This design comes from an exercise in tuning for small area, a short achievable clock period and few clock cycles per item on the open sky130 flow, not from production work. Function was checked by simulation only, so behaviour that the tests miss may differ from the original. No activity file was given, so power comes from the tool's default toggle rates.

==> flow/design.v <==
package rv_core_pkg;
    localparam int XLEN       = 32;
    localparam int REG_ADDR_W = 5;
    localparam int IN_DEPTH    = 4;
    localparam int OUT_DEPTH   = 4;
    localparam int OUT_CREDITS = 2;
    localparam logic [6:0] OPC_OP     = 7'b0110011;
    localparam logic [6:0] OPC_OP_IMM = 7'b0010011;
    localparam logic [6:0] OPC_LUI    = 7'b0110111;
    typedef enum logic [3:0] {
        ALU_ADD    = 4'd0,
        ALU_SUB    = 4'd1,
        ALU_AND    = 4'd2,
        ALU_OR     = 4'd3,
        ALU_XOR    = 4'd4,
        ALU_SLL    = 4'd5,
        ALU_SRL    = 4'd6,
        ALU_SRA    = 4'd7,
        ALU_SLT    = 4'd8,
        ALU_SLTU   = 4'd9,
        ALU_PASS_B = 4'd10
    } alu_op_e;
    typedef logic [XLEN-1:0] insn_t;
    typedef struct packed {
        logic                  valid;
        logic                  illegal;
        logic [REG_ADDR_W-1:0] rd;
        logic                  we;
        logic [REG_ADDR_W-1:0] rs1;
        logic [REG_ADDR_W-1:0] rs2;
        logic [XLEN-1:0]       rs1_data;
        logic [XLEN-1:0]       rs2_data;
        logic [XLEN-1:0]       imm;
        logic                  opb_imm;
        logic                  lui;
        alu_op_e               alu_op;
    } dec_t;
    typedef struct packed {
        logic                  illegal;
        logic                  we;
        logic [REG_ADDR_W-1:0] rd;
        logic [XLEN-1:0]       data;
    } res_t;
    typedef struct packed {
        logic valid;
        res_t res;
    } exr_t;
endpackage
`timescale 1ns/1ps
module credit_fifo #(
    parameter int WIDTH = rv_core_pkg::XLEN
) (
    input  logic     clk_i,
    input  logic     rst_ni,
    input  logic     push_i,
    input  logic [WIDTH-1:0] push_data_i,
    output logic     pop_valid_o,
    output logic [WIDTH-1:0] pop_data_o,
    output logic     credit_o,
    input  logic     down_credit_i
);
    localparam bit IS_INSN      = (WIDTH == rv_core_pkg::XLEN);
    localparam int DEPTH        = IS_INSN ? rv_core_pkg::IN_DEPTH : rv_core_pkg::OUT_DEPTH;
    localparam int INIT_CREDITS = IS_INSN ? rv_core_pkg::OUT_DEPTH : rv_core_pkg::OUT_CREDITS;
    localparam int PTR_W        = $clog2(DEPTH);
    localparam int CNT_W        = $clog2(DEPTH + 1);
    localparam int CRED_W       = $clog2(INIT_CREDITS + 1);
    logic [WIDTH-1:0]  mem [DEPTH];
    logic [PTR_W-1:0]  wr_ptr_q;
    logic [PTR_W-1:0]  rd_ptr_q;
    logic [CNT_W-1:0]  count_q;
    logic [CRED_W-1:0] credit_q;
    logic              pop;
    function automatic logic [PTR_W-1:0] next_ptr(input logic [PTR_W-1:0] ptr);
        next_ptr = (ptr == PTR_W'(DEPTH - 1)) ? '0 : ptr + 1'b1;
    endfunction
    assign pop         = (count_q != '0) && (credit_q != '0);
    assign pop_valid_o = pop;
    assign pop_data_o  = mem[rd_ptr_q];
    assign credit_o    = pop;
    always_ff @(posedge clk_i) begin
        if (push_i) begin
            mem[wr_ptr_q] <= push_data_i;
        end
    end
    always_ff @(posedge clk_i or negedge rst_ni) begin
        if (!rst_ni) begin
            wr_ptr_q <= '0;
            rd_ptr_q <= '0;
            count_q  <= '0;
            credit_q <= CRED_W'(INIT_CREDITS);
        end else begin
            if (push_i) begin
                wr_ptr_q <= next_ptr(wr_ptr_q);
            end
            if (pop) begin
                rd_ptr_q <= next_ptr(rd_ptr_q);
            end
            count_q  <= count_q + CNT_W'(push_i) - CNT_W'(pop);
            credit_q <= credit_q + CRED_W'(down_credit_i) - CRED_W'(pop);
        end
    end
endmodule
`timescale 1ns/1ps
module decode_stage (
    input  logic                               clk_i,
    input  logic                               rst_ni,
    input  logic                               insn_valid_i,
    input  rv_core_pkg::insn_t                 insn_i,
    output logic [rv_core_pkg::REG_ADDR_W-1:0] rs1_addr_o,
    output logic [rv_core_pkg::REG_ADDR_W-1:0] rs2_addr_o,
    input  logic [rv_core_pkg::XLEN-1:0]       rs1_data_i,
    input  logic [rv_core_pkg::XLEN-1:0]       rs2_data_i,
    output rv_core_pkg::dec_t                  dec_o
);
    logic [6:0]           opcode;
    logic [2:0]           funct3;
    rv_core_pkg::alu_op_e alu_op;
    rv_core_pkg::dec_t    dec_d;
    rv_core_pkg::dec_t    dec_q;
    logic                 valid_q;
    assign opcode     = insn_i[6:0];
    assign funct3     = insn_i[14:12];
    assign rs1_addr_o = insn_i[19:15];
    assign rs2_addr_o = insn_i[24:20];
    always_comb begin
        unique case (funct3)
            3'b000: begin
                alu_op = (insn_i[30] && (opcode == rv_core_pkg::OPC_OP)) ?
                         rv_core_pkg::ALU_SUB : rv_core_pkg::ALU_ADD;
            end
            3'b001: alu_op = rv_core_pkg::ALU_SLL;
            3'b010: alu_op = rv_core_pkg::ALU_SLT;
            3'b011: alu_op = rv_core_pkg::ALU_SLTU;
            3'b100: alu_op = rv_core_pkg::ALU_XOR;
            3'b101: alu_op = insn_i[30] ? rv_core_pkg::ALU_SRA : rv_core_pkg::ALU_SRL;
            3'b110: alu_op = rv_core_pkg::ALU_OR;
            default: alu_op = rv_core_pkg::ALU_AND;
        endcase
    end
    always_comb begin
        dec_d          = '0;
        dec_d.valid    = insn_valid_i;
        dec_d.rd       = insn_i[11:7];
        dec_d.rs1      = rs1_addr_o;
        dec_d.rs2      = rs2_addr_o;
        dec_d.rs1_data = rs1_data_i;
        dec_d.rs2_data = rs2_data_i;
        dec_d.alu_op   = alu_op;
        case (opcode)
            rv_core_pkg::OPC_OP: begin
                dec_d.we = 1'b1;
            end
            rv_core_pkg::OPC_OP_IMM: begin
                dec_d.we      = 1'b1;
                dec_d.opb_imm = 1'b1;
                dec_d.imm     = {{20{insn_i[31]}}, insn_i[31:20]};
            end
            rv_core_pkg::OPC_LUI: begin
                dec_d.we     = 1'b1;
                dec_d.lui    = 1'b1;
                dec_d.imm    = {insn_i[31:12], 12'b0};
                dec_d.alu_op = rv_core_pkg::ALU_PASS_B;
            end
            default: begin
                dec_d.illegal = 1'b1;
                dec_d.opb_imm = 1'b1;
                dec_d.alu_op  = rv_core_pkg::ALU_PASS_B;
            end
        endcase
    end
    always_ff @(posedge clk_i or negedge rst_ni) begin
        if (!rst_ni) begin
            valid_q <= 1'b0;
        end else begin
            valid_q <= insn_valid_i;
        end
    end
    always_ff @(posedge clk_i) begin
        dec_q <= dec_d;
    end
    always_comb begin
        dec_o       = dec_q;
        dec_o.valid = valid_q;
    end
endmodule
`timescale 1ns/1ps
module register_file (
    input  logic                               clk_i,
    input  logic                               rst_ni,
    input  logic                               wr_en_i,
    input  logic [rv_core_pkg::REG_ADDR_W-1:0] wr_addr_i,
    input  logic [rv_core_pkg::XLEN-1:0]       wr_data_i,
    input  logic [rv_core_pkg::REG_ADDR_W-1:0] rs1_addr_i,
    input  logic [rv_core_pkg::REG_ADDR_W-1:0] rs2_addr_i,
    output logic [rv_core_pkg::XLEN-1:0]       rs1_data_o,
    output logic [rv_core_pkg::XLEN-1:0]       rs2_data_o
);
    logic [rv_core_pkg::XLEN-1:0] regs [1:31];
    function automatic logic [rv_core_pkg::XLEN-1:0] read_port(
        input logic [rv_core_pkg::REG_ADDR_W-1:0] addr
    );
        if (addr == '0) begin
            read_port = '0;
        end else if (wr_en_i && (wr_addr_i == addr)) begin
            read_port = wr_data_i;
        end else begin
            read_port = regs[addr];
        end
    endfunction
    assign rs1_data_o = read_port(rs1_addr_i);
    assign rs2_data_o = read_port(rs2_addr_i);
    always_ff @(posedge clk_i or negedge rst_ni) begin
        if (!rst_ni) begin
            for (int i = 1; i < 32; i++) begin
                regs[i] <= '0;
            end
        end else if (wr_en_i && (wr_addr_i != '0)) begin
            regs[wr_addr_i] <= wr_data_i;
        end
    end
endmodule
`timescale 1ns/1ps
module execute_stage (
    input  logic              clk_i,
    input  logic              rst_ni,
    input  rv_core_pkg::dec_t dec_i,
    input  rv_core_pkg::exr_t res_fwd_i,
    output rv_core_pkg::exr_t exr_o
);
    logic [rv_core_pkg::XLEN-1:0] rs1_fwd;
    logic [rv_core_pkg::XLEN-1:0] rs2_fwd;
    logic [rv_core_pkg::XLEN-1:0] op_a;
    logic [rv_core_pkg::XLEN-1:0] op_b;
    logic [rv_core_pkg::XLEN-1:0] alu_res;
    rv_core_pkg::exr_t            exr_d;
    rv_core_pkg::res_t            res_q;
    logic                         valid_q;
    function automatic logic fwd_hit(
        input rv_core_pkg::exr_t                  src,
        input logic [rv_core_pkg::REG_ADDR_W-1:0] idx
    );
        fwd_hit = src.valid && src.res.we && (src.res.rd != '0) && (src.res.rd == idx);
    endfunction
    always_comb begin
        if (fwd_hit(exr_o, dec_i.rs1)) begin
            rs1_fwd = exr_o.res.data;
        end else if (fwd_hit(res_fwd_i, dec_i.rs1)) begin
            rs1_fwd = res_fwd_i.res.data;
        end else begin
            rs1_fwd = dec_i.rs1_data;
        end
        if (fwd_hit(exr_o, dec_i.rs2)) begin
            rs2_fwd = exr_o.res.data;
        end else if (fwd_hit(res_fwd_i, dec_i.rs2)) begin
            rs2_fwd = res_fwd_i.res.data;
        end else begin
            rs2_fwd = dec_i.rs2_data;
        end
    end
    assign op_a = rs1_fwd;
    assign op_b = (dec_i.opb_imm || dec_i.lui) ? dec_i.imm : rs2_fwd;
    always_comb begin
        case (dec_i.alu_op)
            rv_core_pkg::ALU_ADD:    alu_res = op_a + op_b;
            rv_core_pkg::ALU_SUB:    alu_res = op_a - op_b;
            rv_core_pkg::ALU_AND:    alu_res = op_a & op_b;
            rv_core_pkg::ALU_OR:     alu_res = op_a | op_b;
            rv_core_pkg::ALU_XOR:    alu_res = op_a ^ op_b;
            rv_core_pkg::ALU_SLL:    alu_res = op_a << op_b[4:0];
            rv_core_pkg::ALU_SRL:    alu_res = op_a >> op_b[4:0];
            rv_core_pkg::ALU_SRA:    alu_res = $signed(op_a) >>> op_b[4:0];
            rv_core_pkg::ALU_SLT:    alu_res = {31'b0, $signed(op_a) < $signed(op_b)};
            rv_core_pkg::ALU_SLTU:   alu_res = {31'b0, op_a < op_b};
            rv_core_pkg::ALU_PASS_B: alu_res = op_b;
            default:                 alu_res = '0;
        endcase
    end
    always_comb begin
        exr_d.valid       = dec_i.valid;
        exr_d.res.illegal = dec_i.illegal;
        exr_d.res.we      = dec_i.we;
        exr_d.res.rd      = dec_i.rd;
        exr_d.res.data    = alu_res;
    end
    always_ff @(posedge clk_i or negedge rst_ni) begin
        if (!rst_ni) begin
            valid_q <= 1'b0;
        end else begin
            valid_q <= exr_d.valid;
        end
    end
    always_ff @(posedge clk_i) begin
        res_q <= exr_d.res;
    end
    assign exr_o = {valid_q, res_q};
endmodule
`timescale 1ns/1ps
module result_stage (
    input  logic              clk_i,
    input  logic              rst_ni,
    input  rv_core_pkg::exr_t exr_i,
    output rv_core_pkg::exr_t exr_o,
    output logic              push_o,
    output rv_core_pkg::res_t res_o
);
    logic              valid_q;
    rv_core_pkg::res_t res_q;
    always_ff @(posedge clk_i or negedge rst_ni) begin
        if (!rst_ni) begin
            valid_q <= 1'b0;
        end else begin
            valid_q <= exr_i.valid;
        end
    end
    always_ff @(posedge clk_i) begin
        res_q <= exr_i.res;
    end
    assign exr_o = {valid_q, res_q};
    assign push_o = valid_q;
    assign res_o  = res_q;
endmodule
`timescale 1ns/1ps
module rv_core_top (
    input  logic               clk_i,
    input  logic               rst_ni,
    input  logic               insn_valid_i,
    input  rv_core_pkg::insn_t insn_i,
    output logic               insn_credit_o,
    output logic               res_valid_o,
    output rv_core_pkg::res_t  res_o,
    input  logic               res_credit_i
);
    logic                               issue_valid;
    rv_core_pkg::insn_t                 issue_insn;
    logic                               out_pop;
    logic [rv_core_pkg::REG_ADDR_W-1:0] rs1_addr;
    logic [rv_core_pkg::REG_ADDR_W-1:0] rs2_addr;
    logic [rv_core_pkg::XLEN-1:0]       rs1_data;
    logic [rv_core_pkg::XLEN-1:0]       rs2_data;
    rv_core_pkg::dec_t                  dec;
    rv_core_pkg::exr_t                  exr;
    rv_core_pkg::exr_t                  wb;
    logic                               res_push;
    rv_core_pkg::res_t                  res_rec;
    credit_fifo #(
        .WIDTH (rv_core_pkg::XLEN)
    ) u_in_fifo (
        .clk_i         (clk_i),
        .rst_ni        (rst_ni),
        .push_i        (insn_valid_i),
        .push_data_i   (insn_i),
        .pop_valid_o   (issue_valid),
        .pop_data_o    (issue_insn),
        .credit_o      (insn_credit_o),
        .down_credit_i (out_pop)
    );
    decode_stage u_decode (
        .clk_i        (clk_i),
        .rst_ni       (rst_ni),
        .insn_valid_i (issue_valid),
        .insn_i       (issue_insn),
        .rs1_addr_o   (rs1_addr),
        .rs2_addr_o   (rs2_addr),
        .rs1_data_i   (rs1_data),
        .rs2_data_i   (rs2_data),
        .dec_o        (dec)
    );
    register_file u_regfile (
        .clk_i      (clk_i),
        .rst_ni     (rst_ni),
        .wr_en_i    (wb.valid & wb.res.we),
        .wr_addr_i  (wb.res.rd),
        .wr_data_i  (wb.res.data),
        .rs1_addr_i (rs1_addr),
        .rs2_addr_i (rs2_addr),
        .rs1_data_o (rs1_data),
        .rs2_data_o (rs2_data)
    );
    execute_stage u_execute (
        .clk_i     (clk_i),
        .rst_ni    (rst_ni),
        .dec_i     (dec),
        .res_fwd_i (wb),
        .exr_o     (exr)
    );
    result_stage u_result (
        .clk_i  (clk_i),
        .rst_ni (rst_ni),
        .exr_i  (exr),
        .exr_o  (wb),
        .push_o (res_push),
        .res_o  (res_rec)
    );
    credit_fifo #(
        .WIDTH (rv_core_pkg::XLEN + rv_core_pkg::REG_ADDR_W + 2)
    ) u_out_fifo (
        .clk_i         (clk_i),
        .rst_ni        (rst_ni),
        .push_i        (res_push),
        .push_data_i   (res_rec),
        .pop_valid_o   (res_valid_o),
        .pop_data_o    (res_o),
        .credit_o      (out_pop),
        .down_credit_i (res_credit_i)
    );
endmodule
==> flow/run.sh <==
#!/bin/bash
# synth_recipe.tcl (not shown) runs the flow's synth.tcl, then flattens the netlist and writes it again
# the make line also repeats each setting of config.mk as NAME=value (left out here)
make -C /OpenROAD-flow-scripts/flow DESIGN_CONFIG=/design/flow/config.mk WORK_HOME=/design/flow/orfs CLKGATE_MAP_FILE= SYNTH_SCRIPT=/design/flow/synth_recipe.tcl finish
==> flow/config.mk <==
export PLATFORM = sky130hd
export DESIGN_NAME = rv_core_top
export DESIGN_NICKNAME = rv_core_top
export VERILOG_FILES = /design/flow/design.v
export SDC_FILE = /design/flow/constraint.sdc
export NUM_CORES = 4
export LEC_CHECK = 0
export CAP_MARGIN = 20
export CORE_MARGIN = 2
export CORE_UTILIZATION = 40
export SLEW_MARGIN = 20
==> flow/constraint.sdc <==
create_clock -name core_clock -period 6.5 [get_ports {clk_i}]
set_input_delay 1.3000 -clock core_clock [delete_from_list [all_inputs] [get_ports {clk_i}]]
set_output_delay 1.3000 -clock core_clock [all_outputs]
set_load 0.01 [all_outputs]
==> notes.md <==
## sequential cells by signal (all words and copies together) (netlist names)
signal and cells:
u_result.res_q 39, u_execute.valid_q 1, u_in_fifo.count_q 3, u_in_fifo.rd_ptr_q 2
u_in_fifo.credit_q 3, u_decode.dec_q 119, u_result.valid_q 1, u_in_fifo.wr_ptr_q 2
u_out_fifo.count_q 3, u_out_fifo.rd_ptr_q 2, u_decode.valid_q 1, u_out_fifo.mem 156
u_out_fifo.wr_ptr_q 2, u_out_fifo.credit_q 2, u_execute.res_q 39, u_in_fifo.mem 128
u_regfile.regs 992
## cells in the mapped netlist, drive strengths merged, types with 11 or more instances
cell    instances
a21oi         242
ha            115
xnor2          37
nand4         182
buf           152
o21bai         14
nand2b         26
or3            27
nor2          327
nor3          140
o22ai          15
mux2i         123
a31oi          43
mux2         1019
dfrtp        1012
o21a           13
nand2         255
nor2b          12
and3           19
a222oi         64
a22oi         577
a211oi         53
inv           118
a22o          138
and4           19
or2            11
dfxtp         197
o221ai         43
and2           37
o211ai         34
o31ai          29
a21o           43
clkbuf        432
edfxtp        284
o32ai          27
mux4           66
nor4           28
nand3          99
xor2           12
a221oi        166
o21ai          99
## metal layers
layer / global-route usage [%] / up-vias / share of wire, %
met5: 0 / - / 0.031
met4: 22.9 / 16 / 8.1
met3: 14.0 / 1731 / 14
met2: 51.2 / 5637 / 42
met1: 44.6 / 32200 / 36
li1: - / 24900 / -
## through the flow
step	instances	hold WS, ns
CTS	9065	0.336
floorplan	6471	0.310
global route	9073	0.346
finish	9081	0.330
detailed placement	8764	0.315
global placement	8763	0.315
## worst max-delay path by stage
stage	startpoint	endpoint	slack, ns	cells after the start
after floorplan	u_result.res_q[35]	u_execute.res_q[28]	1.19	24
after global placement	u_result.valid_q	u_execute.res_q[30]	0.44	18
after detailed placement	u_result.valid_q	u_execute.res_q[28]	0.35	17
after CTS	u_result.valid_q	u_execute.res_q[28]	0.28	17
after global routing	u_execute.res_q[34]	u_execute.res_q[28]	0.13	19
final	u_result.valid_q	u_execute.res_q[28]	0.40	19
## area by class of cell
type | count | area [um2] | share of cell area, %
Sequential cell | 1495 | 37900 | 43.9
Clock inverter | 71 | 1010 | 1.17
Antenna cell | 8 | 20.0 | 0.0232
Multi-Input combinational cell | 4274 | 35500 | 41.2
Clock buffer | 230 | 4640 | 5.38
Timing Repair Buffer | 390 | 3570 | 4.14
Tap cell | 2495 | 3120 | 3.62
Inverter | 118 | 443 | 0.514
## repair_timing
| item | in CTS | in global routing |
|---|---|---|
| hold endpoints to repair | 0 | 0 |
| endpoints found under the setup margin | 0 | 3 |
| setup buffers | 0 | 3 |
## cells by family after synthesis
| group | count (synthesis) | share of synthesized area [%] |
|---|---|---|
| adders and majority gates | 120 | 2.04 |
| buffers and inverters | 702 | 3.68 |
| DFF | 1495 | 50.2 |
| and+or+nand+nor | 1206 | 7.85 |
| AOI/OAI and AO/OA | 1691 | 16.9 |
| muxes | 1208 | 18.8 |
| xor gates and xnor gates | 49 | 0.569 |
## power groups by stage
stage               Sequential, mW  Combinational, mW  Clock [mW]
finish                        9.95               2.69        9.81
global placement              10.1               2.53           0
floorplan                     10.1               1.23           0
detailed placement            10.1               2.54           0
CTS                           9.95               2.55        9.87
global route                  9.97               2.74        10.2
==> out/summary.txt <==
status -> finished clean
pin count of the biggest net entering global routing -> 142
Post-synth EDFFs -> 284
post-synthesis sequential area ratio -> 50.2%
max incr delay on CP -> 0.61 ns
area leader, netlist -> dfrtp_1
row count -> 159
switch share -> 28.3%
max-slew violations -> 0
Synth top area share -> 33.6%
vias in the first global route -> 61700
crit path max-delay cell type -> a21oi_1
Setup CP Type -> flop to flop
Yosys cell types -> 97
CTS tree -> done
Via density -> 7.10
Hold Path Cell Cnt -> 0
DP Area -> 80400 um2
clock sink count -> 1495
most numerous cell on the critical path -> a21o_1
CP startpoint kind -> flop
Mapped Cells -> 6471
initial core utilization -> 40.2%
core area -> 188000 um2
synthesized flop and latch total -> 1495
clock period minus worst slack -> 6.10 ns
hold_buf cts -> 0
maximum buffer depth of the clock tree -> 3
initial DRC count -> 12400
via count -> 64500
Least-Margin Pin Slew -> 1.33 ns
Synth-to-Final Area Change -> 14.3%
cell area power density -> 261 nW/um2
Top FF cell, synth -> dfrtp_1
fraction of layout cells with a size suffix above 1 -> 28.0%
VDD IR-drop max -> 0.326 mV
Buf/Inv on CP -> 2
MaxCap Viol Count -> 0
CP required -> 7.24 ns
hold worst-path end -> u_execute.res_q[38]
flop2flop setup slack -> 0.40 ns
CTS resizes -> 0
ys async rst share -> 67.8%
post-synthesis area per instance -> 11.7 um2
Slew HR -> 11.2%
die area -> 192000 um2
crit share post-route -> 93.8%
Crit Reg-Reg Endpoint -> u_execute.res_q[28]
Logic pwr share -> 12.0%
wire per inst -> 38.7 um
unrepaired setup endpoints after global routing -> false
final wirelength -> 352 mm
Filler cells -> 16900
clock group share of total power -> 43.7%
residual DRC count -> 0
Pre-Repair DR Iteration Count -> 10
NumNets Final -> 6596
I/O pin cnt -> 77
crit end category -> flop
Final ANT Viol Nets -> 0
WP data arrival -> 6.84 ns
pre-CTS WS -> 0.351 ns
share of power burned in registers -> 44.3%
maximum clock rate -> 0.164 GHz
critical path peak fanout -> 11
initial antenna violation count -> 16
mapped cell area -> 75400 um2
GR Util All Layers -> 35.7%
Root Driver -> clkbuf_16
final instance area -> 86200 um2
Final Setup Violations -> 0
Final HPWL DP -> 213 mm
gp weighted congestion -> 1.01
Die W -> 438 um
GRT overflow -> 0
clock transition at the registers of the reported paths -> 0.07 ns
R2R depth -> 19
Clock Skew -> 0.0599 ns
Reg-to-Reg Start -> u_result.valid_q
top cells by area, synth -> dfrtp_1 (34%), mux2_2 (15%), edfxtp_1 (11%)
syn nets -> 6627
most frequent cells in the layout -> mux2_2 (1019), dfrtp_1 (1009), a22oi_1 (576)
Internal -> 16.1 mW
clock latency (worst-skew pair) -> 0.87 ns
first-pass GRT wire length -> 488 mm
final hold violation count -> 0
setup TNS -> 0 ns
Sw Pwr -> 6.36 mW
CP cell instances -> nand2_2 -> a21o_1 -> nor3_2 -> buf_4 -> mux2i_1 -> a21oi_1 -> inv_1 -> fa_1 -> o21bai_1 -> a21o_1 -> a21oi_1 -> o221ai_1 -> a211oi_1 -> nor3_1 -> o41ai_2 -> o21ai_0 -> xnor2_1 -> o221ai_1 -> a21o_1
Hold Crit Class -> flop to flop
worst setup margin -> 0.402 ns
Synth Warn # -> 7
CP top delay family -> compound AO/OA/AOI/OAI gates
most common cell after layout, fill and taps aside -> mux2_2
H-tree lvl count -> 4
IO buf count -> 76
die span in y -> 438 um
final core occ -> 45.9%
Final Power -> 22.5 mW
Hold Startpoint -> u_decode.dec_q[118]
total CTS buffers -> 161
Pleak -> 36.7 nW
Testbench counts, summed over its fixed seeds: cycles 30,032, items 24,000.

re-timing with driven ports:
How much do the figures lean on ideal ports? The routed layout below was timed once more, with nothing changed but the port constraints. Step 1 assumes that a clkbuf_16 drives the clock port and a buf_2 every other input. Step 2 times the ports against the registers' clock, not the clock port: input delays grow and output delays shrink by t, the midpoint of the rising clock arrivals with the driver on. a / b / c = ideal / step 1 / step 2; a / b = the first two.
t, ns: 0.928
setup slack, ns: 0.402 / 0.402 / 0.402
hold slack, ns: 0.330 / 0.330 / 0.330
clock arrival spread, ns: 0.078 / 0.078
cell pins on the clock port's net: 1
After both steps this run still meets setup and hold. For this run, drivers alone change the setup slack by 0.000 ns; drivers and shift together by 0.000 ns.
